What follows belongs to an exercise in optimizing a design on an open flow for small area, a short achievable clock period and few clock cycles per item; a production flow would make more cautious choices.
Function was checked by simulation only, so behaviour that the tests miss may differ from the original.

## flow/design.v (module list and top-level ports; edited modules follow where they fit)
// module elastic_alu: 609 lines
// module csa_fa: 10 lines
// module csa_ha: 9 lines
module elastic_alu (
	input logic clk,
	input logic rst,
	input logic [31:0] lhs,
	input logic [3:0] lhs_op,
	input logic lhs_valid,
	output logic lhs_ready,
	input logic [31:0] rhs,
	input logic rhs_valid,
	output logic rhs_ready,
	output logic [31:0] result,
	output logic result_valid,
	input logic result_ready
);
  // ...
==> flow/flow/run.sh <==
#!/bin/bash
set -euo pipefail
MARGIN=${MARGIN:-6.5}
sed "s/\"\\\${@:-finish}\"/SETUP_SLACK_MARGIN=$MARGIN \"\${@:-finish}\"/" standard.sh > flow/standard_margin.sh
grep -q "SETUP_SLACK_MARGIN=$MARGIN" flow/standard_margin.sh
bash flow/standard_margin.sh > make_flow.log 2>&1
==> flow/standard.sh <==
#!/bin/bash
# synth_recipe.tcl (not shown) runs the flow's synth.tcl, then flattens the netlist and writes it again
# the make line also repeats each setting of config.mk as NAME=value (left out here)
make -C /OpenROAD-flow-scripts/flow DESIGN_CONFIG=/design/flow/config.mk WORK_HOME=/design/flow/orfs CLKGATE_MAP_FILE= SYNTH_SCRIPT=/design/flow/synth_recipe.tcl "${@:-finish}"
==> flow/config.mk <==
export PLATFORM = sky130hd
export DESIGN_NAME = elastic_alu
export DESIGN_NICKNAME = elastic_alu
export VERILOG_FILES = /design/flow/design.v
export SDC_FILE = /design/flow/constraint.sdc
export NUM_CORES = 4
export LEC_CHECK = 0
export CAP_MARGIN = 20
export CORE_MARGIN = 2
export CORE_UTILIZATION = 40
export SLEW_MARGIN = 20
export SYNTH_HIERARCHICAL = 1
==> flow/constraint.sdc <==
create_clock -name core_clock -period 10.0 [get_ports {clk}]
set_input_delay 2.0000 -clock core_clock [delete_from_list [all_inputs] [get_ports {clk}]]
set_output_delay 2.0000 -clock core_clock [all_outputs]
set_load 0.01 [all_outputs]
==> summary.txt, run 1 <==
Run status:
- The run finished with no timing, DRC or antenna violations.

Clocking:
- The count of instances resized after the clock tree is built is 290.
- The number of clock sinks seen by CTS is between 300 and 400.

STA:
- The final number of max-transition violations came to 0.
- The maximum achievable frequency is about 250 MHz.
- The worst-case setup margin in the final layout is 6.05 ns.
- On the final layout, the worst hold slack is about 0.43 ns.
- The number of failing setup endpoints in the final timing report is 0.
- The worst pin sits at a relative slew slack of 0.319.

Synth:
- The basic-gate share of the synthesized area counting and, or, nand and nor cells is 0.0669.
- Averaged over all synthesized cells, the footprint is around 12 um^2.
- The fraction of the mapped netlist area in compound gates came to 0.149.
- The share of synthesized flip-flops with an asynchronous set or reset is 0.0153.
- The post-synthesis share of cell area spent on full adders, half adders and majority gates is 0.246.

Global route:
- The met1 global-route usage is 0.339.

Floorplanning:
- The height of the chip is around 260 um.

Detailed routing:
- The detailed-routing wirelength on met1 is between 30 and 40 mm.
- Detailed routing placed a total of about 6.4 mm of wire on met3.

Cells and area:
- The synthesis-to-layout area growth is 21.0%.
- Of the total standard cell area in the layout, the sequential portion is 0.299.
- Measured on the final layout, buffering overhead outside the clock network stands at 0.0716.
- The cell class ranked first by area is multi-input gates.
- With fillers left out, the area of the finished cells amounts to 32700 um^2.
- In the final layout, flip-flops and latches occupy slightly below 10000 um^2.
- Of the total standard cell area in the layout, the multi-input combinational portion is 0.545.
- The non-clock inverters instantiated in the layout total between 100 and 150.

Worst setup path:
- The path type of the worst setup path is flip-flop to flip-flop.
- The largest stage delay on the critical path is around 0.55 ns.
- The worst setup path is captured at a flip-flop.

Min path:
- The worst hold-check path type is flip-flop to flip-flop.
- The cell depth of the worst hold path is 0.

Placed design:
- Detailed placement ended at an HPWL of slightly above 60 mm.
Testbench counts, summed over its fixed seeds: cycles 16,024, items 16,000.
==> run 2, diff against run 1 <==
==> flow/design.v (replaced) <==
`timescale 1ns/1ps
package alu_pkg;
	localparam int DATA_W = 32;
	typedef logic [DATA_W-1:0] word_t;
	localparam int SHAMT_W = 5;
	typedef logic [SHAMT_W-1:0] shamt_t;
	typedef enum logic [3:0] {
		OP_ADD  = 4'd0,
		OP_SUB  = 4'd1,
		OP_MUL  = 4'd2,
		OP_AND  = 4'd3,
		OP_OR   = 4'd4,
		OP_XOR  = 4'd5,
		OP_SHL  = 4'd6,
		OP_LSHR = 4'd7,
		OP_ASHR = 4'd8,
		OP_EQ   = 4'd9,
		OP_NE   = 4'd10,
		OP_ULT  = 4'd11,
		OP_ULE  = 4'd12,
		OP_SLT  = 4'd13,
		OP_SLE  = 4'd14
	} alu_op_t;
	localparam int MUL_STAGES_DEF = 4;
endpackage
`timescale 1ns/1ps
module elastic_alu (
	input logic clk,
	input logic rst,
	input logic [31:0] lhs,
	input logic [3:0] lhs_op,
	input logic lhs_valid,
	output logic lhs_ready,
	input logic [31:0] rhs,
	input logic rhs_valid,
	output logic rhs_ready,
	output logic [31:0] result,
	output logic result_valid,
	input logic result_ready
);
	logic lv, rv, fire, adv;
	logic [31:0] a_l, a_r;
	logic [3:0] a_op;
	logic lbusy, rbusy, lv_n, rv_n, sv_n;
	assign fire = lv & rv & adv;
	assign lhs_ready = ~lbusy;
	assign rhs_ready = ~rbusy;
	assign lv_n = lhs_ready ? lhs_valid : lv;
	assign rv_n = rhs_ready ? rhs_valid : rv;
	always_ff @(posedge clk or posedge rst) begin
		if (rst) begin
			lv <= 1'b0;
			rv <= 1'b0;
			lbusy <= 1'b0;
			rbusy <= 1'b0;
		end else begin
			lv <= lv_n;
			rv <= rv_n;
			lbusy <= lv_n & ~(rv_n & ~sv_n);
			rbusy <= rv_n & ~(lv_n & ~sv_n);
		end
	end
	always_ff @(posedge clk) begin
		if (lhs_ready) begin
			a_l <= lhs;
			a_op <= lhs_op;
		end
		if (rhs_ready) begin
			a_r <= rhs;
		end
	end
	logic o_mul, o_sh, o_one, o_addr, o_subr, o_and, o_or, o_xor, o_cin, o_sgn, o_rt, o_s;
	logic [1:0] o_ck;
	logic [31:0] e_l, e_ad, fill;
	logic [15:0] e_one, e_two, e_neg;
	logic [32:0] rr;
	logic e_x0, e_x32, eq;
	always_comb begin
		o_mul = (a_op == 4'd2);
		o_sh = (a_op == 4'd6) | (a_op == 4'd7) | (a_op == 4'd8);
		o_rt = (a_op == 4'd7) | (a_op == 4'd8);
		o_s = (a_op == 4'd8) & a_l[31];
		o_addr = (a_op == 4'd0);
		o_subr = (a_op == 4'd1) | ((a_op >= 4'd9) & (a_op <= 4'd14));
		o_one = o_addr | o_subr;
		o_and = (a_op == 4'd3);
		o_or = (a_op == 4'd4);
		o_xor = (a_op == 4'd5);
		o_cin = (a_op == 4'd1) | (a_op == 4'd9) | (a_op == 4'd10) | (a_op == 4'd11) | (a_op == 4'd13);
		o_sgn = (a_op == 4'd13) | (a_op == 4'd14);
		o_ck = (a_op == 4'd9) ? 2'd1 : (a_op == 4'd10) ? 2'd2 :
			((a_op >= 4'd11) & (a_op <= 4'd14)) ? 2'd3 : 2'd0;
		for (int i = 0; i < 32; i++) begin
			e_l[i] = o_rt ? a_l[31 - i] : a_l[i];
		end
		rr = {a_r, 1'b0};
		for (int j = 0; j < 16; j++) begin
			e_one[j] = (o_mul & (rr[2*j+1] ^ rr[2*j])) | (o_sh & (a_r[4:1] == j) & ~a_r[0]) | ((j == 0) & o_one);
			e_two[j] = (o_mul & ((rr[2*j+2] & ~rr[2*j+1] & ~rr[2*j]) | (~rr[2*j+2] & rr[2*j+1] & rr[2*j]))) |
				(o_sh & (a_r[4:1] == j) & a_r[0]);
			e_neg[j] = o_mul & rr[2*j+2];
		end
		e_x0 = o_mul ? e_neg[0] : o_cin;
		e_x32 = (o_ck != 2'd0) & ~(o_sgn & (a_l[31] ^ a_r[31]));
		for (int i = 0; i < 32; i++) begin
			fill[i] = o_s & (i < a_r[4:0]);
		end
		e_ad = ({32{o_addr}} & a_r) | ({32{o_subr}} & ~a_r) | ({32{o_and}} & (a_l & a_r)) |
			({32{o_or}} & (a_l | a_r)) | ({32{o_xor}} & (a_l ^ a_r)) | fill;
		eq = (a_l == a_r);
	end
	logic cv;
	logic [31:0] c_l, ad;
	logic [15:0] one, two, neg;
	logic x0, x32;
	logic c_sn, c_sr, c_fl, c_fe;
	always_ff @(posedge clk or posedge rst) begin
		if (rst) begin
			cv <= 1'b0;
		end else if (adv) begin
			cv <= fire;
		end
	end
	always_ff @(posedge clk) begin
		if (adv) begin
			c_l <= e_l;
			ad <= e_ad;
			one <= e_one;
			two <= e_two;
			neg <= e_neg;
			x0 <= e_x0;
			x32 <= e_x32;
			c_sn <= (o_ck == 2'd0) & ~o_rt;
			c_sr <= (o_ck == 2'd0) & o_rt;
			c_fl <= (o_ck == 2'd3);
			c_fe <= ((o_ck == 2'd1) & eq) | ((o_ck == 2'd2) & ~eq);
		end
	end
	logic [31:0] pp0, pp1, pp2, pp3, pp4, pp5, pp6, pp7, pp8, pp9, pp10, pp11, pp12, pp13, pp14, pp15;
	logic [32:0] ll;
	assign ll = {c_l, 1'b0};
	always_comb begin
		for (int i = 0; i < 32; i++) begin
			pp0[i] = ((one[0] & ll[i+1]) | (two[0] & ll[i])) ^ neg[0];
			pp1[i] = ((one[1] & ll[i+1]) | (two[1] & ll[i])) ^ neg[1];
			pp2[i] = ((one[2] & ll[i+1]) | (two[2] & ll[i])) ^ neg[2];
			pp3[i] = ((one[3] & ll[i+1]) | (two[3] & ll[i])) ^ neg[3];
			pp4[i] = ((one[4] & ll[i+1]) | (two[4] & ll[i])) ^ neg[4];
			pp5[i] = ((one[5] & ll[i+1]) | (two[5] & ll[i])) ^ neg[5];
			pp6[i] = ((one[6] & ll[i+1]) | (two[6] & ll[i])) ^ neg[6];
			pp7[i] = ((one[7] & ll[i+1]) | (two[7] & ll[i])) ^ neg[7];
			pp8[i] = ((one[8] & ll[i+1]) | (two[8] & ll[i])) ^ neg[8];
			pp9[i] = ((one[9] & ll[i+1]) | (two[9] & ll[i])) ^ neg[9];
			pp10[i] = ((one[10] & ll[i+1]) | (two[10] & ll[i])) ^ neg[10];
			pp11[i] = ((one[11] & ll[i+1]) | (two[11] & ll[i])) ^ neg[11];
			pp12[i] = ((one[12] & ll[i+1]) | (two[12] & ll[i])) ^ neg[12];
			pp13[i] = ((one[13] & ll[i+1]) | (two[13] & ll[i])) ^ neg[13];
			pp14[i] = ((one[14] & ll[i+1]) | (two[14] & ll[i])) ^ neg[14];
			pp15[i] = ((one[15] & ll[i+1]) | (two[15] & ll[i])) ^ neg[15];
		end
	end
	logic [32:0] tx, ty, sum;
	logic t1, t2, t3, t4, t5, t6, t7, t8, t9, t10, t11, t12, t13, t14, t15, t16, t17, t18, t19, t20, t21, t22, t23, t24, t25, t26, t27, t28, t29, t30, t31, t32, t33, t34, t35, t36, t37, t38, t39, t40, t41, t42, t43, t44, t45, t46, t47, t48, t49, t50, t51, t52, t53, t54, t55, t56, t57, t58, t59, t60, t61, t62, t63, t64, t65, t66, t67, t68, t69, t70, t71, t72, t73, t74, t75, t76, t77, t78, t79, t80, t81, t82, t83, t84, t85, t86, t87, t88, t89, t90, t91, t92, t93, t94, t95, t96, t97, t98, t99, t100, t101, t102, t103, t104, t105, t106, t107, t108, t109, t110, t111, t112, t113, t114, t115, t116, t117, t118, t119, t120, t121, t122, t123, t124, t125, t126, t127, t128, t129, t130, t131, t132, t133, t134, t135, t136, t137, t138, t139, t140, t141, t142, t143, t144, t145, t146, t147, t148, t149, t150, t151, t152, t153, t154, t155, t156, t157, t158, t159, t160, t161, t162, t163, t164, t165, t166, t167, t168, t169, t170, t171, t172, t173, t174, t175, t176, t177, t178, t179, t180, t181, t182, t183, t184, t185, t186, t187, t188, t189, t190, t191, t192, t193, t194, t195, t196, t197, t198, t199, t200, t201, t202, t203, t204, t205, t206, t207, t208, t209, t210, t211, t212, t213, t214, t215, t216, t217, t218, t219, t220, t221, t222, t223, t224, t225, t226, t227, t228, t229, t230, t231, t232, t233, t234, t235, t236, t237, t238, t239, t240, t241, t242, t243, t244, t245, t246, t247, t248, t249, t250, t251, t252, t253, t254, t255, t256, t257, t258, t259, t260, t261, t262, t263, t264, t265, t266, t267, t268, t269, t270, t271, t272, t273, t274, t275, t276, t277, t278, t279, t280, t281, t282, t283, t284, t285, t286, t287, t288, t289, t290, t291, t292, t293, t294, t295, t296, t297, t298, t299, t300, t301, t302, t303, t304, t305, t306, t307, t308, t309, t310, t311, t312, t313, t314, t315, t316, t317, t318, t319, t320, t321, t322, t323, t324, t325, t326, t327, t328, t329, t330, t331, t332, t333, t334, t335, t336, t337, t338, t339, t340, t341, t342, t343, t344, t345, t346, t347, t348, t349, t350, t351, t352, t353, t354, t355, t356, t357, t358, t359, t360, t361, t362, t363, t364, t365, t366, t367, t368, t369, t370, t371, t372, t373, t374, t375, t376, t377, t378, t379, t380, t381, t382, t383, t384, t385, t386, t387, t388, t389, t390, t391, t392, t393, t394, t395, t396, t397, t398, t399, t400, t401, t402, t403, t404, t405, t406, t407, t408, t409, t410, t411, t412, t413, t414, t415, t416, t417, t418, t419, t420, t421, t422, t423, t424, t425, t426, t427, t428, t429, t430, t431, t432, t433, t434, t435, t436, t437, t438, t439, t440, t441, t442, t443, t444, t445, t446, t447, t448, t449, t450, t451, t452, t453, t454, t455, t456, t457, t458, t459, t460, t461, t462, t463, t464, t465, t466, t467, t468, t469, t470, t471, t472, t473, t474, t475, t476, t477, t478, t479, t480, t481, t482, t483, t484, t485, t486, t487, t488, t489, t490, t491, t492, t493, t494, t495, t496, t497, t498, t499, t500, t501, t502, t503, t504, t505, t506, t507, t508, t509, t510, t511, t512, t513, t514, t515, t516, t517, t518, t519, t520, t521, t522, t523, t524, t525, t526, t527, t528, t529, t530, t531, t532, t533, t534, t535, t536, t537, t538, t539, t540, t541;
	csa_ha t1_h (.a(neg[11]), .b(ad[22]), .s(t1), .co(t2));
	csa_ha t3_h (.a(ad[23]), .b(pp0[23]), .s(t3), .co(t4));
	csa_fa t5_f (.a(neg[12]), .b(ad[24]), .c(pp0[24]), .s(t5), .co(t6));
	csa_ha t7_h (.a(pp10[4]), .b(pp11[2]), .s(t7), .co(t8));
	csa_fa t9_f (.a(ad[25]), .b(pp0[25]), .c(pp10[5]), .s(t9), .co(t10));
	csa_ha t11_h (.a(pp11[3]), .b(pp12[1]), .s(t11), .co(t12));
	csa_fa t13_f (.a(neg[13]), .b(ad[26]), .c(pp0[26]), .s(t13), .co(t14));
	csa_fa t15_f (.a(pp10[6]), .b(pp11[4]), .c(pp12[2]), .s(t15), .co(t16));
	csa_ha t17_h (.a(pp13[0]), .b(pp1[24]), .s(t17), .co(t18));
	csa_fa t19_f (.a(ad[27]), .b(pp0[27]), .c(pp10[7]), .s(t19), .co(t20));
	csa_fa t21_f (.a(pp11[5]), .b(pp12[3]), .c(pp13[1]), .s(t21), .co(t22));
	csa_ha t23_h (.a(pp1[25]), .b(pp2[23]), .s(t23), .co(t24));
	csa_fa t25_f (.a(neg[14]), .b(ad[28]), .c(pp0[28]), .s(t25), .co(t26));
	csa_fa t27_f (.a(pp10[8]), .b(pp11[6]), .c(pp12[4]), .s(t27), .co(t28));
	csa_fa t29_f (.a(pp13[2]), .b(pp14[0]), .c(pp1[26]), .s(t29), .co(t30));
	csa_ha t31_h (.a(pp2[24]), .b(pp3[22]), .s(t31), .co(t32));
	csa_fa t33_f (.a(ad[29]), .b(pp0[29]), .c(pp10[9]), .s(t33), .co(t34));
	csa_fa t35_f (.a(pp11[7]), .b(pp12[5]), .c(pp13[3]), .s(t35), .co(t36));
	csa_fa t37_f (.a(pp14[1]), .b(pp1[27]), .c(pp2[25]), .s(t37), .co(t38));
	csa_ha t39_h (.a(pp3[23]), .b(pp4[21]), .s(t39), .co(t40));
	csa_fa t41_f (.a(neg[15]), .b(ad[30]), .c(pp0[30]), .s(t41), .co(t42));
	csa_fa t43_f (.a(pp10[10]), .b(pp11[8]), .c(pp12[6]), .s(t43), .co(t44));
	csa_fa t45_f (.a(pp13[4]), .b(pp14[2]), .c(pp15[0]), .s(t45), .co(t46));
	csa_fa t47_f (.a(pp1[28]), .b(pp2[26]), .c(pp3[24]), .s(t47), .co(t48));
	csa_ha t49_h (.a(pp4[22]), .b(pp5[20]), .s(t49), .co(t50));
	csa_fa t51_f (.a(ad[31]), .b(pp0[31]), .c(pp10[11]), .s(t51), .co(t52));
	csa_fa t53_f (.a(pp11[9]), .b(pp12[7]), .c(pp13[5]), .s(t53), .co(t54));
	csa_fa t55_f (.a(pp14[3]), .b(pp15[1]), .c(pp1[29]), .s(t55), .co(t56));
	csa_fa t57_f (.a(pp2[27]), .b(pp3[25]), .c(pp4[23]), .s(t57), .co(t58));
	csa_ha t59_h (.a(pp5[21]), .b(pp6[19]), .s(t59), .co(t60));
	csa_ha t61_h (.a(neg[7]), .b(ad[14]), .s(t61), .co(t62));
	csa_ha t63_h (.a(ad[15]), .b(pp0[15]), .s(t63), .co(t64));
	csa_fa t65_f (.a(neg[8]), .b(ad[16]), .c(pp0[16]), .s(t65), .co(t66));
	csa_ha t67_h (.a(pp1[14]), .b(pp2[12]), .s(t67), .co(t68));
	csa_fa t69_f (.a(ad[17]), .b(pp0[17]), .c(pp1[15]), .s(t69), .co(t70));
	csa_ha t71_h (.a(pp2[13]), .b(pp3[11]), .s(t71), .co(t72));
	csa_fa t73_f (.a(neg[9]), .b(ad[18]), .c(pp0[18]), .s(t73), .co(t74));
	csa_fa t75_f (.a(pp1[16]), .b(pp2[14]), .c(pp3[12]), .s(t75), .co(t76));
	csa_ha t77_h (.a(pp4[10]), .b(pp5[8]), .s(t77), .co(t78));
	csa_fa t79_f (.a(ad[19]), .b(pp0[19]), .c(pp1[17]), .s(t79), .co(t80));
	csa_fa t81_f (.a(pp2[15]), .b(pp3[13]), .c(pp4[11]), .s(t81), .co(t82));
	csa_ha t83_h (.a(pp5[9]), .b(pp6[7]), .s(t83), .co(t84));
	csa_fa t85_f (.a(neg[10]), .b(ad[20]), .c(pp0[20]), .s(t85), .co(t86));
	csa_fa t87_f (.a(pp10[0]), .b(pp1[18]), .c(pp2[16]), .s(t87), .co(t88));
	csa_fa t89_f (.a(pp3[14]), .b(pp4[12]), .c(pp5[10]), .s(t89), .co(t90));
	csa_ha t91_h (.a(pp6[8]), .b(pp7[6]), .s(t91), .co(t92));
	csa_fa t93_f (.a(ad[21]), .b(pp0[21]), .c(pp10[1]), .s(t93), .co(t94));
	csa_fa t95_f (.a(pp1[19]), .b(pp2[17]), .c(pp3[15]), .s(t95), .co(t96));
	csa_fa t97_f (.a(pp4[13]), .b(pp5[11]), .c(pp6[9]), .s(t97), .co(t98));
	csa_ha t99_h (.a(pp7[7]), .b(pp8[5]), .s(t99), .co(t100));
	csa_fa t101_f (.a(pp0[22]), .b(pp10[2]), .c(pp11[0]), .s(t101), .co(t102));
	csa_fa t103_f (.a(pp1[20]), .b(pp2[18]), .c(pp3[16]), .s(t103), .co(t104));
	csa_fa t105_f (.a(pp4[14]), .b(pp5[12]), .c(pp6[10]), .s(t105), .co(t106));
	csa_fa t107_f (.a(pp7[8]), .b(pp8[6]), .c(pp9[4]), .s(t107), .co(t108));
	csa_fa t109_f (.a(pp10[3]), .b(pp11[1]), .c(pp1[21]), .s(t109), .co(t110));
	csa_fa t111_f (.a(pp2[19]), .b(pp3[17]), .c(pp4[15]), .s(t111), .co(t112));
	csa_fa t113_f (.a(pp5[13]), .b(pp6[11]), .c(pp7[9]), .s(t113), .co(t114));
	csa_fa t115_f (.a(pp8[7]), .b(pp9[5]), .c(t2), .s(t115), .co(t116));
	csa_fa t117_f (.a(pp12[0]), .b(pp1[22]), .c(pp2[20]), .s(t117), .co(t118));
	csa_fa t119_f (.a(pp3[18]), .b(pp4[16]), .c(pp5[14]), .s(t119), .co(t120));
	csa_fa t121_f (.a(pp6[12]), .b(pp7[10]), .c(pp8[8]), .s(t121), .co(t122));
	csa_fa t123_f (.a(pp9[6]), .b(t4), .c(t7), .s(t123), .co(t124));
	csa_fa t125_f (.a(pp1[23]), .b(pp2[21]), .c(pp3[19]), .s(t125), .co(t126));
	csa_fa t127_f (.a(pp4[17]), .b(pp5[15]), .c(pp6[13]), .s(t127), .co(t128));
	csa_fa t129_f (.a(pp7[11]), .b(pp8[9]), .c(pp9[7]), .s(t129), .co(t130));
	csa_fa t131_f (.a(t8), .b(t11), .c(t6), .s(t131), .co(t132));
	csa_fa t133_f (.a(pp2[22]), .b(pp3[20]), .c(pp4[18]), .s(t133), .co(t134));
	csa_fa t135_f (.a(pp5[16]), .b(pp6[14]), .c(pp7[12]), .s(t135), .co(t136));
	csa_fa t137_f (.a(pp8[10]), .b(pp9[8]), .c(t12), .s(t137), .co(t138));
	csa_fa t139_f (.a(t17), .b(t10), .c(t13), .s(t139), .co(t140));
	csa_fa t141_f (.a(pp3[21]), .b(pp4[19]), .c(pp5[17]), .s(t141), .co(t142));
	csa_fa t143_f (.a(pp6[15]), .b(pp7[13]), .c(pp8[11]), .s(t143), .co(t144));
	csa_fa t145_f (.a(pp9[9]), .b(t18), .c(t23), .s(t145), .co(t146));
	csa_fa t147_f (.a(t14), .b(t16), .c(t19), .s(t147), .co(t148));
	csa_fa t149_f (.a(pp4[20]), .b(pp5[18]), .c(pp6[16]), .s(t149), .co(t150));
	csa_fa t151_f (.a(pp7[14]), .b(pp8[12]), .c(pp9[10]), .s(t151), .co(t152));
	csa_fa t153_f (.a(t24), .b(t31), .c(t20), .s(t153), .co(t154));
	csa_fa t155_f (.a(t22), .b(t25), .c(t27), .s(t155), .co(t156));
	csa_fa t157_f (.a(pp5[19]), .b(pp6[17]), .c(pp7[15]), .s(t157), .co(t158));
	csa_fa t159_f (.a(pp8[13]), .b(pp9[11]), .c(t32), .s(t159), .co(t160));
	csa_fa t161_f (.a(t39), .b(t26), .c(t28), .s(t161), .co(t162));
	csa_fa t163_f (.a(t30), .b(t33), .c(t35), .s(t163), .co(t164));
	csa_fa t165_f (.a(pp6[18]), .b(pp7[16]), .c(pp8[14]), .s(t165), .co(t166));
	csa_fa t167_f (.a(pp9[12]), .b(t40), .c(t49), .s(t167), .co(t168));
	csa_fa t169_f (.a(t34), .b(t36), .c(t38), .s(t169), .co(t170));
	csa_fa t171_f (.a(t41), .b(t43), .c(t45), .s(t171), .co(t172));
	csa_fa t173_f (.a(pp7[17]), .b(pp8[15]), .c(pp9[13]), .s(t173), .co(t174));
	csa_fa t175_f (.a(t50), .b(t59), .c(t42), .s(t175), .co(t176));
	csa_fa t177_f (.a(t44), .b(t46), .c(t48), .s(t177), .co(t178));
	csa_fa t179_f (.a(t51), .b(t53), .c(t55), .s(t179), .co(t180));
	csa_x2 t181_x (.a(x32), .b(t60), .y(t181));
	csa_ha t182_h (.a(neg[4]), .b(ad[8]), .s(t182), .co(t183));
	csa_ha t184_h (.a(ad[9]), .b(pp0[9]), .s(t184), .co(t185));
	csa_fa t186_f (.a(neg[5]), .b(ad[10]), .c(pp0[10]), .s(t186), .co(t187));
	csa_ha t188_h (.a(pp1[8]), .b(pp2[6]), .s(t188), .co(t189));
	csa_fa t190_f (.a(ad[11]), .b(pp0[11]), .c(pp1[9]), .s(t190), .co(t191));
	csa_ha t192_h (.a(pp2[7]), .b(pp3[5]), .s(t192), .co(t193));
	csa_fa t194_f (.a(neg[6]), .b(ad[12]), .c(pp0[12]), .s(t194), .co(t195));
	csa_fa t196_f (.a(pp1[10]), .b(pp2[8]), .c(pp3[6]), .s(t196), .co(t197));
	csa_ha t198_h (.a(pp4[4]), .b(pp5[2]), .s(t198), .co(t199));
	csa_fa t200_f (.a(ad[13]), .b(pp0[13]), .c(pp1[11]), .s(t200), .co(t201));
	csa_fa t202_f (.a(pp2[9]), .b(pp3[7]), .c(pp4[5]), .s(t202), .co(t203));
	csa_ha t204_h (.a(pp5[3]), .b(pp6[1]), .s(t204), .co(t205));
	csa_fa t206_f (.a(pp0[14]), .b(pp1[12]), .c(pp2[10]), .s(t206), .co(t207));
	csa_fa t208_f (.a(pp3[8]), .b(pp4[6]), .c(pp5[4]), .s(t208), .co(t209));
	csa_fa t210_f (.a(pp6[2]), .b(pp7[0]), .c(t61), .s(t210), .co(t211));
	csa_fa t212_f (.a(pp1[13]), .b(pp2[11]), .c(pp3[9]), .s(t212), .co(t213));
	csa_fa t214_f (.a(pp4[7]), .b(pp5[5]), .c(pp6[3]), .s(t214), .co(t215));
	csa_fa t216_f (.a(pp7[1]), .b(t62), .c(t63), .s(t216), .co(t217));
	csa_fa t218_f (.a(pp3[10]), .b(pp4[8]), .c(pp5[6]), .s(t218), .co(t219));
	csa_fa t220_f (.a(pp6[4]), .b(pp7[2]), .c(pp8[0]), .s(t220), .co(t221));
	csa_fa t222_f (.a(t64), .b(t67), .c(t65), .s(t222), .co(t223));
	csa_fa t224_f (.a(pp4[9]), .b(pp5[7]), .c(pp6[5]), .s(t224), .co(t225));
	csa_fa t226_f (.a(pp7[3]), .b(pp8[1]), .c(t68), .s(t226), .co(t227));
	csa_fa t228_f (.a(t71), .b(t66), .c(t69), .s(t228), .co(t229));
	csa_fa t230_f (.a(pp6[6]), .b(pp7[4]), .c(pp8[2]), .s(t230), .co(t231));
	csa_fa t232_f (.a(pp9[0]), .b(t72), .c(t77), .s(t232), .co(t233));
	csa_fa t234_f (.a(t70), .b(t73), .c(t75), .s(t234), .co(t235));
	csa_fa t236_f (.a(pp7[5]), .b(pp8[3]), .c(pp9[1]), .s(t236), .co(t237));
	csa_fa t238_f (.a(t78), .b(t83), .c(t74), .s(t238), .co(t239));
	csa_fa t240_f (.a(t76), .b(t79), .c(t81), .s(t240), .co(t241));
	csa_fa t242_f (.a(pp8[4]), .b(pp9[2]), .c(t84), .s(t242), .co(t243));
	csa_fa t244_f (.a(t91), .b(t80), .c(t82), .s(t244), .co(t245));
	csa_fa t246_f (.a(t85), .b(t87), .c(t89), .s(t246), .co(t247));
	csa_fa t248_f (.a(pp9[3]), .b(t92), .c(t99), .s(t248), .co(t249));
	csa_fa t250_f (.a(t86), .b(t88), .c(t90), .s(t250), .co(t251));
	csa_fa t252_f (.a(t93), .b(t95), .c(t97), .s(t252), .co(t253));
	csa_fa t254_f (.a(t1), .b(t100), .c(t94), .s(t254), .co(t255));
	csa_fa t256_f (.a(t96), .b(t98), .c(t101), .s(t256), .co(t257));
	csa_fa t258_f (.a(t103), .b(t105), .c(t107), .s(t258), .co(t259));
	csa_fa t260_f (.a(t3), .b(t102), .c(t104), .s(t260), .co(t261));
	csa_fa t262_f (.a(t106), .b(t108), .c(t109), .s(t262), .co(t263));
	csa_fa t264_f (.a(t111), .b(t113), .c(t115), .s(t264), .co(t265));
	csa_x2 t267_x (.a(t110), .b(t112), .y(t267));
	csa_x2 t266_x (.a(t267), .b(t114), .y(t266));
	csa_mj t268_m (.a(t110), .b(t112), .c(t114), .y(t268));
	csa_x2 t270_x (.a(t116), .b(t117), .y(t270));
	csa_x2 t269_x (.a(t270), .b(t119), .y(t269));
	csa_mj t271_m (.a(t116), .b(t117), .c(t119), .y(t271));
	csa_x2 t273_x (.a(t121), .b(t5), .y(t273));
	csa_x2 t272_x (.a(t273), .b(t123), .y(t272));
	csa_mj t274_m (.a(t121), .b(t5), .c(t123), .y(t274));
	csa_x2 t276_x (.a(t118), .b(t120), .y(t276));
	csa_x2 t275_x (.a(t276), .b(t122), .y(t275));
	csa_mj t277_m (.a(t118), .b(t120), .c(t122), .y(t277));
	csa_x2 t279_x (.a(t125), .b(t127), .y(t279));
	csa_x2 t278_x (.a(t279), .b(t129), .y(t278));
	csa_mj t280_m (.a(t125), .b(t127), .c(t129), .y(t280));
	csa_x2 t282_x (.a(t9), .b(t124), .y(t282));
	csa_x2 t281_x (.a(t282), .b(t131), .y(t281));
	csa_mj t283_m (.a(t9), .b(t124), .c(t131), .y(t283));
	csa_x2 t285_x (.a(t126), .b(t128), .y(t285));
	csa_x2 t284_x (.a(t285), .b(t130), .y(t284));
	csa_mj t286_m (.a(t126), .b(t128), .c(t130), .y(t286));
	csa_x2 t288_x (.a(t133), .b(t135), .y(t288));
	csa_x2 t287_x (.a(t288), .b(t15), .y(t287));
	csa_mj t289_m (.a(t133), .b(t135), .c(t15), .y(t289));
	csa_x2 t291_x (.a(t137), .b(t132), .y(t291));
	csa_x2 t290_x (.a(t291), .b(t139), .y(t290));
	csa_mj t292_m (.a(t137), .b(t132), .c(t139), .y(t292));
	csa_x2 t294_x (.a(t134), .b(t136), .y(t294));
	csa_x2 t293_x (.a(t294), .b(t141), .y(t293));
	csa_mj t295_m (.a(t134), .b(t136), .c(t141), .y(t295));
	csa_x2 t297_x (.a(t143), .b(t21), .y(t297));
	csa_x2 t296_x (.a(t297), .b(t138), .y(t296));
	csa_mj t298_m (.a(t143), .b(t21), .c(t138), .y(t298));
	csa_x2 t300_x (.a(t145), .b(t140), .y(t300));
	csa_x2 t299_x (.a(t300), .b(t147), .y(t299));
	csa_mj t301_m (.a(t145), .b(t140), .c(t147), .y(t301));
	csa_x2 t303_x (.a(t142), .b(t144), .y(t303));
	csa_x2 t302_x (.a(t303), .b(t149), .y(t302));
	csa_mj t304_m (.a(t142), .b(t144), .c(t149), .y(t304));
	csa_x2 t306_x (.a(t151), .b(t29), .y(t306));
	csa_x2 t305_x (.a(t306), .b(t146), .y(t305));
	csa_mj t307_m (.a(t151), .b(t29), .c(t146), .y(t307));
	csa_x2 t309_x (.a(t148), .b(t153), .y(t309));
	csa_x2 t308_x (.a(t309), .b(t155), .y(t308));
	csa_mj t310_m (.a(t148), .b(t153), .c(t155), .y(t310));
	csa_x2 t312_x (.a(t150), .b(t152), .y(t312));
	csa_x2 t311_x (.a(t312), .b(t157), .y(t311));
	csa_mj t313_m (.a(t150), .b(t152), .c(t157), .y(t313));
	csa_x2 t315_x (.a(t37), .b(t159), .y(t315));
	csa_x2 t314_x (.a(t315), .b(t154), .y(t314));
	csa_mj t316_m (.a(t37), .b(t159), .c(t154), .y(t316));
	csa_x2 t318_x (.a(t156), .b(t161), .y(t318));
	csa_x2 t317_x (.a(t318), .b(t163), .y(t317));
	csa_mj t319_m (.a(t156), .b(t161), .c(t163), .y(t319));
	csa_x2 t321_x (.a(t158), .b(t165), .y(t321));
	csa_x2 t320_x (.a(t321), .b(t47), .y(t320));
	csa_mj t322_m (.a(t158), .b(t165), .c(t47), .y(t322));
	csa_x2 t324_x (.a(t160), .b(t167), .y(t324));
	csa_x2 t323_x (.a(t324), .b(t162), .y(t323));
	csa_mj t325_m (.a(t160), .b(t167), .c(t162), .y(t325));
	csa_x2 t327_x (.a(t164), .b(t169), .y(t327));
	csa_x2 t326_x (.a(t327), .b(t171), .y(t326));
	csa_mj t328_m (.a(t164), .b(t169), .c(t171), .y(t328));
	csa_x2 t330_x (.a(t166), .b(t173), .y(t330));
	csa_x2 t329_x (.a(t330), .b(t57), .y(t329));
	csa_mj t331_m (.a(t166), .b(t173), .c(t57), .y(t331));
	csa_x2 t333_x (.a(t168), .b(t170), .y(t333));
	csa_x2 t332_x (.a(t333), .b(t172), .y(t332));
	csa_mj t334_m (.a(t168), .b(t170), .c(t172), .y(t334));
	csa_x2 t336_x (.a(t175), .b(t177), .y(t336));
	csa_x2 t335_x (.a(t336), .b(t179), .y(t335));
	csa_mj t337_m (.a(t175), .b(t177), .c(t179), .y(t337));
	csa_x2 t339_x (.a(t174), .b(t52), .y(t339));
	csa_x2 t338_x (.a(t339), .b(t54), .y(t338));
	csa_x2 t341_x (.a(t56), .b(t58), .y(t341));
	csa_x2 t340_x (.a(t341), .b(t181), .y(t340));
	csa_x2 t343_x (.a(t176), .b(t178), .y(t343));
	csa_x2 t342_x (.a(t343), .b(t180), .y(t342));
	csa_ha t344_h (.a(neg[2]), .b(ad[4]), .s(t344), .co(t345));
	csa_ha t346_h (.a(ad[5]), .b(pp0[5]), .s(t346), .co(t347));
	csa_fa t348_f (.a(neg[3]), .b(ad[6]), .c(pp0[6]), .s(t348), .co(t349));
	csa_ha t350_h (.a(pp1[4]), .b(pp2[2]), .s(t350), .co(t351));
	csa_fa t352_f (.a(ad[7]), .b(pp0[7]), .c(pp1[5]), .s(t352), .co(t353));
	csa_ha t354_h (.a(pp2[3]), .b(pp3[1]), .s(t354), .co(t355));
	csa_fa t356_f (.a(pp0[8]), .b(pp1[6]), .c(pp2[4]), .s(t356), .co(t357));
	csa_fa t358_f (.a(pp3[2]), .b(pp4[0]), .c(t182), .s(t358), .co(t359));
	csa_fa t360_f (.a(pp1[7]), .b(pp2[5]), .c(pp3[3]), .s(t360), .co(t361));
	csa_fa t362_f (.a(pp4[1]), .b(t183), .c(t184), .s(t362), .co(t363));
	csa_fa t364_f (.a(pp3[4]), .b(pp4[2]), .c(pp5[0]), .s(t364), .co(t365));
	csa_fa t366_f (.a(t185), .b(t188), .c(t186), .s(t366), .co(t367));
	csa_fa t368_f (.a(pp4[3]), .b(pp5[1]), .c(t189), .s(t368), .co(t369));
	csa_fa t370_f (.a(t192), .b(t187), .c(t190), .s(t370), .co(t371));
	csa_fa t372_f (.a(pp6[0]), .b(t193), .c(t198), .s(t372), .co(t373));
	csa_fa t374_f (.a(t191), .b(t194), .c(t196), .s(t374), .co(t375));
	csa_fa t376_f (.a(t199), .b(t204), .c(t195), .s(t376), .co(t377));
	csa_fa t378_f (.a(t197), .b(t200), .c(t202), .s(t378), .co(t379));
	csa_fa t380_f (.a(t205), .b(t201), .c(t203), .s(t380), .co(t381));
	csa_fa t382_f (.a(t206), .b(t208), .c(t210), .s(t382), .co(t383));
	csa_fa t384_f (.a(t207), .b(t209), .c(t212), .s(t384), .co(t385));
	csa_fa t386_f (.a(t214), .b(t211), .c(t216), .s(t386), .co(t387));
	csa_fa t388_f (.a(t213), .b(t215), .c(t218), .s(t388), .co(t389));
	csa_fa t390_f (.a(t220), .b(t217), .c(t222), .s(t390), .co(t391));
	csa_fa t392_f (.a(t219), .b(t221), .c(t224), .s(t392), .co(t393));
	csa_fa t394_f (.a(t226), .b(t223), .c(t228), .s(t394), .co(t395));
	csa_fa t396_f (.a(t225), .b(t230), .c(t227), .s(t396), .co(t397));
	csa_fa t398_f (.a(t232), .b(t229), .c(t234), .s(t398), .co(t399));
	csa_fa t400_f (.a(t231), .b(t236), .c(t233), .s(t400), .co(t401));
	csa_fa t402_f (.a(t235), .b(t238), .c(t240), .s(t402), .co(t403));
	csa_fa t404_f (.a(t237), .b(t242), .c(t239), .s(t404), .co(t405));
	csa_fa t406_f (.a(t241), .b(t244), .c(t246), .s(t406), .co(t407));
	csa_fa t408_f (.a(t243), .b(t248), .c(t245), .s(t408), .co(t409));
	csa_fa t410_f (.a(t247), .b(t250), .c(t252), .s(t410), .co(t411));
	csa_fa t412_f (.a(t249), .b(t251), .c(t253), .s(t412), .co(t413));
	csa_fa t414_f (.a(t254), .b(t256), .c(t258), .s(t414), .co(t415));
	csa_fa t416_f (.a(t255), .b(t257), .c(t259), .s(t416), .co(t417));
	csa_fa t418_f (.a(t260), .b(t262), .c(t264), .s(t418), .co(t419));
	csa_x2 t421_x (.a(t261), .b(t266), .y(t421));
	csa_x2 t420_x (.a(t421), .b(t263), .y(t420));
	csa_mj t422_m (.a(t261), .b(t266), .c(t263), .y(t422));
	csa_x2 t424_x (.a(t269), .b(t265), .y(t424));
	csa_x2 t423_x (.a(t424), .b(t272), .y(t423));
	csa_mj t425_m (.a(t269), .b(t265), .c(t272), .y(t425));
	csa_x2 t427_x (.a(t268), .b(t275), .y(t427));
	csa_x2 t426_x (.a(t427), .b(t271), .y(t426));
	csa_mj t428_m (.a(t268), .b(t275), .c(t271), .y(t428));
	csa_x2 t430_x (.a(t278), .b(t281), .y(t430));
	csa_x2 t429_x (.a(t430), .b(t274), .y(t429));
	csa_mj t431_m (.a(t278), .b(t281), .c(t274), .y(t431));
	csa_x2 t433_x (.a(t277), .b(t284), .y(t433));
	csa_x2 t432_x (.a(t433), .b(t280), .y(t432));
	csa_mj t434_m (.a(t277), .b(t284), .c(t280), .y(t434));
	csa_x2 t436_x (.a(t287), .b(t290), .y(t436));
	csa_x2 t435_x (.a(t436), .b(t283), .y(t435));
	csa_mj t437_m (.a(t287), .b(t290), .c(t283), .y(t437));
	csa_x2 t439_x (.a(t286), .b(t293), .y(t439));
	csa_x2 t438_x (.a(t439), .b(t289), .y(t438));
	csa_mj t440_m (.a(t286), .b(t293), .c(t289), .y(t440));
	csa_x2 t442_x (.a(t296), .b(t299), .y(t442));
	csa_x2 t441_x (.a(t442), .b(t292), .y(t441));
	csa_mj t443_m (.a(t296), .b(t299), .c(t292), .y(t443));
	csa_x2 t445_x (.a(t302), .b(t295), .y(t445));
	csa_x2 t444_x (.a(t445), .b(t305), .y(t444));
	csa_mj t446_m (.a(t302), .b(t295), .c(t305), .y(t446));
	csa_x2 t448_x (.a(t298), .b(t308), .y(t448));
	csa_x2 t447_x (.a(t448), .b(t301), .y(t447));
	csa_mj t449_m (.a(t298), .b(t308), .c(t301), .y(t449));
	csa_x2 t451_x (.a(t311), .b(t304), .y(t451));
	csa_x2 t450_x (.a(t451), .b(t307), .y(t450));
	csa_mj t452_m (.a(t311), .b(t304), .c(t307), .y(t452));
	csa_x2 t454_x (.a(t314), .b(t317), .y(t454));
	csa_x2 t453_x (.a(t454), .b(t310), .y(t453));
	csa_mj t455_m (.a(t314), .b(t317), .c(t310), .y(t455));
	csa_x2 t457_x (.a(t313), .b(t320), .y(t457));
	csa_x2 t456_x (.a(t457), .b(t316), .y(t456));
	csa_mj t458_m (.a(t313), .b(t320), .c(t316), .y(t458));
	csa_x2 t460_x (.a(t323), .b(t326), .y(t460));
	csa_x2 t459_x (.a(t460), .b(t319), .y(t459));
	csa_mj t461_m (.a(t323), .b(t326), .c(t319), .y(t461));
	csa_x2 t463_x (.a(t322), .b(t329), .y(t463));
	csa_x2 t462_x (.a(t463), .b(t325), .y(t462));
	csa_mj t464_m (.a(t322), .b(t329), .c(t325), .y(t464));
	csa_x2 t466_x (.a(t332), .b(t335), .y(t466));
	csa_x2 t465_x (.a(t466), .b(t328), .y(t465));
	csa_mj t467_m (.a(t332), .b(t335), .c(t328), .y(t467));
	csa_x2 t469_x (.a(t338), .b(t340), .y(t469));
	csa_x2 t468_x (.a(t469), .b(t331), .y(t468));
	csa_x2 t471_x (.a(t342), .b(t334), .y(t471));
	csa_x2 t470_x (.a(t471), .b(t337), .y(t470));
	csa_ha t472_h (.a(neg[1]), .b(ad[2]), .s(t472), .co(t473));
	csa_ha t474_h (.a(ad[3]), .b(pp0[3]), .s(t474), .co(t475));
	csa_fa t476_f (.a(pp0[4]), .b(pp1[2]), .c(pp2[0]), .s(t476), .co(t477));
	csa_fa t478_f (.a(pp1[3]), .b(pp2[1]), .c(t345), .s(t478), .co(t479));
	csa_fa t480_f (.a(pp3[0]), .b(t347), .c(t350), .s(t480), .co(t481));
	csa_fa t482_f (.a(t351), .b(t354), .c(t349), .s(t482), .co(t483));
	csa_fa t484_f (.a(t355), .b(t353), .c(t356), .s(t484), .co(t485));
	csa_fa t486_f (.a(t357), .b(t360), .c(t359), .s(t486), .co(t487));
	csa_fa t488_f (.a(t361), .b(t364), .c(t363), .s(t488), .co(t489));
	csa_fa t490_f (.a(t365), .b(t368), .c(t367), .s(t490), .co(t491));
	csa_fa t492_f (.a(t369), .b(t372), .c(t371), .s(t492), .co(t493));
	csa_fa t494_f (.a(t373), .b(t375), .c(t376), .s(t494), .co(t495));
	csa_fa t496_f (.a(t377), .b(t379), .c(t380), .s(t496), .co(t497));
	csa_fa t498_f (.a(t381), .b(t384), .c(t383), .s(t498), .co(t499));
	csa_fa t500_f (.a(t385), .b(t388), .c(t387), .s(t500), .co(t501));
	csa_fa t502_f (.a(t389), .b(t392), .c(t391), .s(t502), .co(t503));
	csa_fa t504_f (.a(t393), .b(t396), .c(t395), .s(t504), .co(t505));
	csa_fa t506_f (.a(t397), .b(t400), .c(t399), .s(t506), .co(t507));
	csa_fa t508_f (.a(t401), .b(t404), .c(t403), .s(t508), .co(t509));
	csa_fa t510_f (.a(t405), .b(t408), .c(t407), .s(t510), .co(t511));
	csa_fa t512_f (.a(t409), .b(t412), .c(t411), .s(t512), .co(t513));
	csa_fa t514_f (.a(t413), .b(t416), .c(t415), .s(t514), .co(t515));
	csa_x2 t517_x (.a(t420), .b(t417), .y(t517));
	csa_x2 t516_x (.a(t517), .b(t423), .y(t516));
	csa_mj t518_m (.a(t420), .b(t417), .c(t423), .y(t518));
	csa_x2 t520_x (.a(t422), .b(t426), .y(t520));
	csa_x2 t519_x (.a(t520), .b(t425), .y(t519));
	csa_mj t521_m (.a(t422), .b(t426), .c(t425), .y(t521));
	csa_x2 t523_x (.a(t428), .b(t432), .y(t523));
	csa_x2 t522_x (.a(t523), .b(t431), .y(t522));
	csa_mj t524_m (.a(t428), .b(t432), .c(t431), .y(t524));
	csa_x2 t526_x (.a(t434), .b(t438), .y(t526));
	csa_x2 t525_x (.a(t526), .b(t437), .y(t525));
	csa_mj t527_m (.a(t434), .b(t438), .c(t437), .y(t527));
	csa_x2 t529_x (.a(t440), .b(t444), .y(t529));
	csa_x2 t528_x (.a(t529), .b(t443), .y(t528));
	csa_mj t530_m (.a(t440), .b(t444), .c(t443), .y(t530));
	csa_x2 t532_x (.a(t446), .b(t450), .y(t532));
	csa_x2 t531_x (.a(t532), .b(t449), .y(t531));
	csa_mj t533_m (.a(t446), .b(t450), .c(t449), .y(t533));
	csa_x2 t535_x (.a(t456), .b(t452), .y(t535));
	csa_x2 t534_x (.a(t535), .b(t455), .y(t534));
	csa_mj t536_m (.a(t456), .b(t452), .c(t455), .y(t536));
	csa_x2 t538_x (.a(t462), .b(t458), .y(t538));
	csa_x2 t537_x (.a(t538), .b(t461), .y(t537));
	csa_mj t539_m (.a(t462), .b(t458), .c(t461), .y(t539));
	csa_x2 t541_x (.a(t468), .b(t464), .y(t541));
	csa_x2 t540_x (.a(t541), .b(t470), .y(t540));
	logic q0_0, q0_1, q0_2, q1_0, q1_1, q2_0, q2_1, q2_2, q3_0, q3_1, q3_2, q4_0, q4_1, q4_2, q5_0, q5_1, q5_2, q6_0, q6_1, q6_2, q7_0, q7_1, q7_2, q8_0, q8_1, q8_2, q9_0, q9_1, q9_2, q10_0, q10_1, q10_2, q11_0, q11_1, q11_2, q12_0, q12_1, q12_2, q13_0, q13_1, q13_2, q14_0, q14_1, q14_2, q15_0, q15_1, q15_2, q16_0, q16_1, q16_2, q17_0, q17_1, q17_2, q18_0, q18_1, q18_2, q19_0, q19_1, q19_2, q20_0, q20_1, q20_2, q21_0, q21_1, q21_2, q22_0, q22_1, q22_2, q23_0, q23_1, q23_2, q24_0, q24_1, q24_2, q25_0, q25_1, q25_2, q26_0, q26_1, q26_2, q27_0, q27_1, q27_2, q28_0, q28_1, q28_2, q29_0, q29_1, q29_2, q30_0, q30_1, q30_2, q31_0, q31_1, q31_2, q32_0, q32_1, q32_2;
	always_ff @(posedge clk) begin
		if (adv) begin
			q0_0 <= ad[0];
			q0_1 <= x0;
			q0_2 <= pp0[0];
			q1_0 <= ad[1];
			q1_1 <= pp0[1];
			q2_0 <= t472;
			q2_1 <= pp0[2];
			q2_2 <= pp1[0];
			q3_0 <= t474;
			q3_1 <= pp1[1];
			q3_2 <= t473;
			q4_0 <= t476;
			q4_1 <= t344;
			q4_2 <= t475;
			q5_0 <= t478;
			q5_1 <= t346;
			q5_2 <= t477;
			q6_0 <= t480;
			q6_1 <= t348;
			q6_2 <= t479;
			q7_0 <= t482;
			q7_1 <= t352;
			q7_2 <= t481;
			q8_0 <= t484;
			q8_1 <= t358;
			q8_2 <= t483;
			q9_0 <= t486;
			q9_1 <= t362;
			q9_2 <= t485;
			q10_0 <= t488;
			q10_1 <= t366;
			q10_2 <= t487;
			q11_0 <= t490;
			q11_1 <= t370;
			q11_2 <= t489;
			q12_0 <= t492;
			q12_1 <= t374;
			q12_2 <= t491;
			q13_0 <= t494;
			q13_1 <= t378;
			q13_2 <= t493;
			q14_0 <= t496;
			q14_1 <= t382;
			q14_2 <= t495;
			q15_0 <= t498;
			q15_1 <= t386;
			q15_2 <= t497;
			q16_0 <= t500;
			q16_1 <= t390;
			q16_2 <= t499;
			q17_0 <= t502;
			q17_1 <= t394;
			q17_2 <= t501;
			q18_0 <= t504;
			q18_1 <= t398;
			q18_2 <= t503;
			q19_0 <= t506;
			q19_1 <= t402;
			q19_2 <= t505;
			q20_0 <= t508;
			q20_1 <= t406;
			q20_2 <= t507;
			q21_0 <= t510;
			q21_1 <= t410;
			q21_2 <= t509;
			q22_0 <= t512;
			q22_1 <= t414;
			q22_2 <= t511;
			q23_0 <= t514;
			q23_1 <= t418;
			q23_2 <= t513;
			q24_0 <= t516;
			q24_1 <= t419;
			q24_2 <= t515;
			q25_0 <= t519;
			q25_1 <= t429;
			q25_2 <= t518;
			q26_0 <= t522;
			q26_1 <= t435;
			q26_2 <= t521;
			q27_0 <= t525;
			q27_1 <= t441;
			q27_2 <= t524;
			q28_0 <= t528;
			q28_1 <= t447;
			q28_2 <= t527;
			q29_0 <= t531;
			q29_1 <= t453;
			q29_2 <= t530;
			q30_0 <= t534;
			q30_1 <= t459;
			q30_2 <= t533;
			q31_0 <= t537;
			q31_1 <= t465;
			q31_2 <= t536;
			q32_0 <= t540;
			q32_1 <= t467;
			q32_2 <= t539;
		end
	end
	logic u1, u2, u3, u4, u5, u6, u7, u8, u9, u10, u11, u12, u13, u14, u15, u16, u17, u18, u19, u20, u21, u22, u23, u24, u25, u26, u27, u28, u29, u30, u31, u32, u33, u34, u35, u36, u37, u38, u39, u40, u41, u42, u43, u44, u45, u46, u47, u48, u49, u50, u51, u52, u53, u54, u55, u56, u57, u58, u59, u60, u61, u62, u63, u64, u65, u66, u67, u68, u69, u70, u71, u72, u73, u74;
	csa_ha u1_h (.a(q0_0), .b(q0_1), .s(u1), .co(u2));
	csa_ha u3_h (.a(q1_0), .b(q1_1), .s(u3), .co(u4));
	csa_fa u5_f (.a(q2_0), .b(q2_1), .c(q2_2), .s(u5), .co(u6));
	csa_fa u7_f (.a(q3_0), .b(q3_1), .c(q3_2), .s(u7), .co(u8));
	csa_fa u9_f (.a(q4_0), .b(q4_1), .c(q4_2), .s(u9), .co(u10));
	csa_fa u11_f (.a(q5_0), .b(q5_1), .c(q5_2), .s(u11), .co(u12));
	csa_fa u13_f (.a(q6_0), .b(q6_1), .c(q6_2), .s(u13), .co(u14));
	csa_fa u15_f (.a(q7_0), .b(q7_1), .c(q7_2), .s(u15), .co(u16));
	csa_fa u17_f (.a(q8_0), .b(q8_1), .c(q8_2), .s(u17), .co(u18));
	csa_fa u19_f (.a(q9_0), .b(q9_1), .c(q9_2), .s(u19), .co(u20));
	csa_fa u21_f (.a(q10_0), .b(q10_1), .c(q10_2), .s(u21), .co(u22));
	csa_fa u23_f (.a(q11_0), .b(q11_1), .c(q11_2), .s(u23), .co(u24));
	csa_fa u25_f (.a(q12_0), .b(q12_1), .c(q12_2), .s(u25), .co(u26));
	csa_fa u27_f (.a(q13_0), .b(q13_1), .c(q13_2), .s(u27), .co(u28));
	csa_fa u29_f (.a(q14_0), .b(q14_1), .c(q14_2), .s(u29), .co(u30));
	csa_fa u31_f (.a(q15_0), .b(q15_1), .c(q15_2), .s(u31), .co(u32));
	csa_fa u33_f (.a(q16_0), .b(q16_1), .c(q16_2), .s(u33), .co(u34));
	csa_fa u35_f (.a(q17_0), .b(q17_1), .c(q17_2), .s(u35), .co(u36));
	csa_fa u37_f (.a(q18_0), .b(q18_1), .c(q18_2), .s(u37), .co(u38));
	csa_fa u39_f (.a(q19_0), .b(q19_1), .c(q19_2), .s(u39), .co(u40));
	csa_fa u41_f (.a(q20_0), .b(q20_1), .c(q20_2), .s(u41), .co(u42));
	csa_fa u43_f (.a(q21_0), .b(q21_1), .c(q21_2), .s(u43), .co(u44));
	csa_fa u45_f (.a(q22_0), .b(q22_1), .c(q22_2), .s(u45), .co(u46));
	csa_fa u47_f (.a(q23_0), .b(q23_1), .c(q23_2), .s(u47), .co(u48));
	csa_x2 u50_x (.a(q24_0), .b(q24_1), .y(u50));
	csa_x2 u49_x (.a(u50), .b(q24_2), .y(u49));
	csa_mj u51_m (.a(q24_0), .b(q24_1), .c(q24_2), .y(u51));
	csa_x2 u53_x (.a(q25_0), .b(q25_1), .y(u53));
	csa_x2 u52_x (.a(u53), .b(q25_2), .y(u52));
	csa_mj u54_m (.a(q25_0), .b(q25_1), .c(q25_2), .y(u54));
	csa_x2 u56_x (.a(q26_0), .b(q26_1), .y(u56));
	csa_x2 u55_x (.a(u56), .b(q26_2), .y(u55));
	csa_mj u57_m (.a(q26_0), .b(q26_1), .c(q26_2), .y(u57));
	csa_x2 u59_x (.a(q27_0), .b(q27_1), .y(u59));
	csa_x2 u58_x (.a(u59), .b(q27_2), .y(u58));
	csa_mj u60_m (.a(q27_0), .b(q27_1), .c(q27_2), .y(u60));
	csa_x2 u62_x (.a(q28_0), .b(q28_1), .y(u62));
	csa_x2 u61_x (.a(u62), .b(q28_2), .y(u61));
	csa_mj u63_m (.a(q28_0), .b(q28_1), .c(q28_2), .y(u63));
	csa_x2 u65_x (.a(q29_0), .b(q29_1), .y(u65));
	csa_x2 u64_x (.a(u65), .b(q29_2), .y(u64));
	csa_mj u66_m (.a(q29_0), .b(q29_1), .c(q29_2), .y(u66));
	csa_x2 u68_x (.a(q30_0), .b(q30_1), .y(u68));
	csa_x2 u67_x (.a(u68), .b(q30_2), .y(u67));
	csa_mj u69_m (.a(q30_0), .b(q30_1), .c(q30_2), .y(u69));
	csa_x2 u71_x (.a(q31_0), .b(q31_1), .y(u71));
	csa_x2 u70_x (.a(u71), .b(q31_2), .y(u70));
	csa_mj u72_m (.a(q31_0), .b(q31_1), .c(q31_2), .y(u72));
	csa_x2 u74_x (.a(q32_0), .b(q32_1), .y(u74));
	csa_x2 u73_x (.a(u74), .b(q32_2), .y(u73));
	assign tx = {u73, u70, u67, u64, u61, u58, u55, u52, u49, u47, u45, u43, u41, u39, u37, u35, u33, u31, u29, u27, u25, u23, u21, u19, u17, u15, u13, u11, u9, u7, u5, u3, u1};
	assign ty = {u72, u69, u66, u63, u60, u57, u54, u51, u48, u46, u44, u42, u40, u38, u36, u34, u32, u30, u28, u26, u24, u22, u20, u18, u16, u14, u12, u10, u8, u6, u4, u2, q0_2};
	assign sum = tx + ty;
	logic bv;
	logic b_sn, b_sr, b_fl, b_fe;
	always_ff @(posedge clk or posedge rst) begin
		if (rst) begin
			bv <= 1'b0;
		end else if (adv) begin
			bv <= cv;
		end
	end
	always_ff @(posedge clk) begin
		if (adv) begin
			b_sn <= c_sn;
			b_sr <= c_sr;
			b_fl <= c_fl;
			b_fe <= c_fe;
		end
	end
	logic [31:0] res;
	always_comb begin
		for (int i = 0; i < 32; i++) begin
			res[i] = (b_sn & sum[i]) | (b_sr & sum[31 - i]);
		end
		res[0] = res[0] | (b_fl & sum[32]) | b_fe;
	end
	logic ov, sv, take;
	logic [31:0] o_d, s_d;
	assign adv = ~sv;
	assign take = ov & result_ready;
	assign result_valid = ov;
	assign result = o_d;
	logic ov_n;
	always_comb begin
		ov_n = ov;
		sv_n = sv;
		if (sv) begin
			if (take) sv_n = 1'b0;
		end else if (bv) begin
			if (ov & ~take) sv_n = 1'b1;
			else ov_n = 1'b1;
		end else if (take) begin
			ov_n = 1'b0;
		end
	end
	always_ff @(posedge clk or posedge rst) begin
		if (rst) begin
			ov <= 1'b0;
			sv <= 1'b0;
		end else begin
			ov <= ov_n;
			sv <= sv_n;
		end
	end
	logic k_s, k_n, k_r;
	logic [31:0] o_n;
	assign k_s = sv;
	assign k_n = ~sv & b_sn;
	assign k_r = ~sv & b_sr;
	always_comb begin
		for (int i = 0; i < 32; i++) begin
			o_n[i] = (k_s & s_d[i]) | (k_n & sum[i]) | (k_r & sum[31 - i]);
		end
		o_n[0] = o_n[0] | (~sv & ((b_fl & sum[32]) | b_fe));
	end
	always_ff @(posedge clk) begin
		if (~sv) s_d <= res;
		if ((sv & take) | (~sv & bv & (~ov | take))) o_d <= o_n;
	end
endmodule
module csa_fa (
	input logic a,
	input logic b,
	input logic c,
	output logic s,
	output logic co
);
	assign s = a ^ b ^ c;
	assign co = (a & b) | (a & c) | (b & c);
endmodule
module csa_ha (
	input logic a,
	input logic b,
	output logic s,
	output logic co
);
	assign s = a ^ b;
	assign co = a & b;
endmodule
module csa_x2 (
	input logic a,
	input logic b,
	output logic y
);
	assign y = a ^ b;
endmodule
module csa_mj (
	input logic a,
	input logic b,
	input logic c,
	output logic y
);
	assign y = (a & b) | (a & c) | (b & c);
endmodule
==> flow/flow/standard_margin.sh (new file) <==
#!/bin/bash
# The standard flow's own layout of this design, on the ORFS make targets given (by default finish). After
# finish it leaves the final layout's DEF at /design/flow/out/final.def.
set -euo pipefail
make -C /OpenROAD-flow-scripts/flow DESIGN_CONFIG=/design/flow/config.mk WORK_HOME=/design/flow/orfs CLKGATE_MAP_FILE= SYNTH_SCRIPT=/design/flow/synth_recipe.tcl CAP_MARGIN=20 CORE_MARGIN=2 CORE_UTILIZATION=40 SLEW_MARGIN=20 SYNTH_HIERARCHICAL=1 SETUP_SLACK_MARGIN=6.5 "${@:-finish}"
if [[ -f /design/flow/orfs/results/sky130hd/elastic_alu/base/6_final.odb ]]; then
  : # left out here: write the final layout as DEF
fi
==> run 2 against run 1 <==
  * Routed wire length shrank 2.9%
  * Highest routed layer unchanged
  * Largest cell class unchanged
  * Critical endpoint is now result_valid
  * Still clean on timing, DRC and antenna
  * Sequential share of layout area up 3.6 points
  * First-iteration DRC count decreased by 11%
  * Design area is 1.9% lower
  * Register-to-register slack better by 0.51 ns
  * Cell count is 3.7% higher
  * Core utilization fell by 2.2 points
  * Worst setup slack better by 0.50 ns
  * Via count up 0.59%
  * Critical path type is now flip-flop to primary output
==> summary.txt, run 2 <==
Clocking:
- The hold-fix buffer count after cts is 0.
- Counting along the longest clock path gives a buffer depth of 3.
- The cell chosen for the clock root is sky130_fd_sc_hd__clkbuf_16.
- The clock buffer count from CTS is 44.
- The maximum level of the CTS H-tree is 2.
- TritonCTS built the clock tree.
- At the later pin of the worst-skew pair, clock insertion delay measures 0.59 ns.
- After clock tree synthesis, the clock-pin slew on the worst setup and hold paths is about 0.060 ns.
- The number of clock sinks seen by CTS was 360 (+10%).

Global route:
- The pin count of the biggest net entering global routing is 127.
- The via count of the first global-routing pass is around 21000.
- The wire length of the first global-routing pass is about 130 mm.
- The number of antenna violations at the first check in global routing is 0.
- Across every metal layer, demand over resource in global routing totals 0.243.
- The remaining global-route overflow is 0.

Placed design:
- The HPWL after detailed placement came to 62.2 mm (+0.91%).
- The number of cells in the design after placement is roughly 3300.
- During placement, the flow inserted port buffers numbering approximately 110.
- The placement-stage worst setup slack is roughly 6.3 ns.
- Once placement finished, the instance area stood at between 20000 and 30000 um^2.
- Routability-driven placement finished with a final weighted congestion of 0.945.

Flow run:
- Across the run, the number of max-cap violations was 0.

STA:
- The final-layout setup total negative slack is 0 ns.
- The worst path in the final design needs a cycle of 3.45 ns, including I/O delays and setup.
- Setup repair after global routing could not meet its margin everywhere.
- The headroom to the max-slew limit is 0.423 (+0.104).
- The worst-case setup margin in the final layout is 6.55 ns (+0.501 ns).
- The share of the clock period used by the worst path after layout is 0.345.
- The final number of max-transition violations was 0 (unchanged).
- The final-report hold violation count is 0.
- The slew at the pin closest to its max-slew limit is between 0.8 and 0.9 ns.
- The maximum achievable frequency is 290 MHz (+15%).
- The number of failing setup endpoints in the final timing report came to 0 (unchanged).
- The final worst clock skew is around 0.024 ns.

Synth:
- The synthesized netlist occupies a cell area of about 28000 um^2.
- The average cell area after synthesis is 11.4 um^2 (-1.4%).
- In this run, synthesis inferred 352 flip-flops with an integrated enable.
- The register bit total from synthesis is 360.
- Synthesis produced a netlist whose cell count is about 2500.
- The sequential fraction of the synthesis area is 0.385.
- The most numerous cell in the Yosys netlist is sky130_fd_sc_hd__edfxtp_1.
- Sorting the synthesized cells by area gives the leading types as sky130_fd_sc_hd__edfxtp_1, sky130_fd_sc_hd__fa_1, sky130_fd_sc_hd__xnor2_1, sky130_fd_sc_hd__a22oi_1, sky130_fd_sc_hd__ha_1.
- The share of synthesized flip-flops with an asynchronous set or reset was 0.0222 (+0.00693).
- The number of warnings printed during yosys synthesis is 7.
- The number of different library cells used by synthesis comes to 67.
- The post-synthesis net count is between 2000 and 3000.
- The share of synthesized area in the top cell type comes to 0.378.
- The cell taking the most area after synthesis is sky130_fd_sc_hd__edfxtp_1.
- The dominant register cell in the synthesized netlist is sky130_fd_sc_hd__edfxtp_1.
- Sorting the synthesized cells by how often they occur yields sky130_fd_sc_hd__edfxtp_1, sky130_fd_sc_hd__xnor2_1, sky130_fd_sc_hd__a22oi_1.

Floorplanning:
- The number of placed I/O pins is 108.
- For this configuration, the core starts out at a cell density of 0.405.
- The die covers slightly above 70000 um^2.
- The die is ~270 um wide.
- The site row count is 96.
- The height of the chip came to 268 um (+1.6%).
- The region available for standard cell placement spans slightly below 70000 um^2.

Min path:
- The worst hold-check path type is flip-flop to flip-flop.

Run status:
- The run finished with no timing, DRC or antenna violations.

Cells and area:
- The cell area after layout came to 32100 um^2 (-1.9%).
- Fill cells in the final layout number approximately 6300.
- The number of antenna diodes in the final layout is 0.
- The synthesis-to-layout area growth is 14.9%.
- The library cells used most frequently in the layout, excluding fill and tap cells, are sky130_fd_sc_hd__edfxtp_1, sky130_fd_sc_hd__xnor2_1, sky130_fd_sc_hd__a22oi_1.
- Of the cells placed in the final design, the portion with a size suffix greater than 1 is 0.115.
- The count of cells in the finished layout, fillers not included, comes to ~3500.
- The number of nets in the layout is 2889.
- The library cell used most frequently in the layout, excluding fill and tap cells, is sky130_fd_sc_hd__edfxtp_1.

Worst setup path:
- The largest delay contributor family on the critical path is buffers and inverters.
- Data on the critical path is required at its endpoint by 8.00 ns.
- The critical path in this run is classified as flip-flop to primary output.
- Along the worst path, the maximum fanout reaches 2.
- The largest stage delay on the critical path is 0.53 ns (-0.02 ns).
- The type of destination of the critical path is a primary output.
- The signal on the critical path passes through clkdlybuf4s50_1.
- On the critical path, the stage with the largest delay is an instance of sky130_fd_sc_hd__clkdlybuf4s50_1.
- STA classifies the critical path startpoint as a flip-flop.
- The worst path arrival time is 1.45 ns.
- The buffers plus inverters on the worst setup path is 1.

Detailed routing:
- The remaining routing DRC violations is 0.
- The per-cell via count in the routed design is ~5.8.
- Detailed routing inserted a total of about 20000 vias.
- The count of nets left with antenna violations once routing finished came out at 0.
- The detail-routed net length per standard cell is approximately 25 um.
- Wires add up to 87.2 mm.
- The first detailed-routing pass took 6 iterations.
- The first routing iteration left 1860 violations.
run 2: stage by stage:
step                      hold slack [ns]   util
after floorplan                     0.400      -
final                               0.423  0.466
after global placement              0.427  0.433
after CTS                           0.422  0.458
after global routing                0.431  0.466
after detailed placement            0.407  0.433
run 2: kinds of logic (layout without fill, tap and decap cells):
logic type | after synthesis | in the layout | share of synthesized area
muxes | 26 | 26 | 0.0104
AOI/OAI and AO/OA | 613 | 613 | 0.153
buffers and inverters | 285 | 358 | 0.0385
DFF | 360 | 360 | 0.385
xor gates and xnor gates | 439 | 439 | 0.138
and+or+nand+nor | 353 | 353 | 0.0581
adders and majority gates | 379 | 379 | 0.217
run 2: final cells by class:
type	instances	area, um^2	area share
Timing Repair Buffer	196	1990	0.0620
Inverter	81	320	0.00998
Tap cell	931	1160	0.0363
Sequential cell	360	10800	0.335
Multi-Input combinational cell	1810	16400	0.511
Clock inverter	32	349	0.0109
Clock buffer	49	1120	0.0349
run 2: path summary, 6_finish.rpt:
kind | to | depth (start not counted) | startpoint | slack (ns)
setup / recovery | result_valid | 1 | ov | 6.55
hold reg to reg | q0_0 | 0 | ad[0] | 0.42
setup reg to reg | s_d[29] | 9 | q9_0 | 6.56
min in group asynchronous | ov | 2 | rst | 1.67
hold / removal | q0_0 | 0 | ad[0] | 0.42
max in group asynchronous | cv | 2 | rst | 8.09
run 2: modules after synthesis (local to each module, per instance):
module       flip-flops and latches  cells
csa_ha                            0      1
elastic_alu                     360   2056
csa_fa                            0      1
csa_x2                            0      1
csa_mj                            0      1
run 2: timing repair:
action / CTS / global route
pin swaps: 7 / 17
hold endpoints to repair: 0 / 0
resized for setup: 41 / 53
setup endpoints to repair: 124 / 139
cloned: 2 / 0
buffers inserted: 9 / 23
run 2: metal layers:
layer / wire [um] / part of all wire / up-vias / global-route usage
met3: 5620 / 0.064 / 208 / 0.0348
met1: 36400 / 0.42 / 10000 / 0.320
met2: 40900 / 0.47 / 925 / 0.396
met5: 0 / 0 / - / 0
li1: - / - / 8978 / -
met4: 4250 / 0.049 / 0 / 0.114
Testbench counts of run 2, summed over its fixed seeds: cycles 16,032, items 16,000.

-- separate check: timing with driven ports --
How much do the figures lean on ideal ports? The routed layouts below were timed once more, with nothing changed but the port constraints. Step 1 (the two cells are an assumption about what drives the block):
set clk [get_ports {clk}]
set_driving_cell -lib_cell sky130_fd_sc_hd__clkbuf_16 $clk
set_driving_cell -lib_cell sky130_fd_sc_hd__buf_2 [delete_from_list [all_inputs] $clk]
Step 2 times the ports against the registers' clock, not the clock port: input delays grow and output delays shrink by t, the midpoint of the rising clock arrivals with the driver on. Three values: no drivers, after step 1, after step 2; two values: the first two.
| run | t (ns) | setup slack, ns | worst setup path after step 2 | worst data-port slew with drivers (ns) |
|---|---|---|---|---|
| run 1 | 0.629 | 6.051 / 6.051 / 6.051 | register to register | 0.05 |
| run 2 | 0.641 | 6.552 / 6.491 / 6.531 | input to register | 0.05 |
After both steps setup and hold are still met in every run listed. For run 2, which loses most, drivers alone change the setup slack by -0.061 ns; drivers and shift together by -0.021 ns.
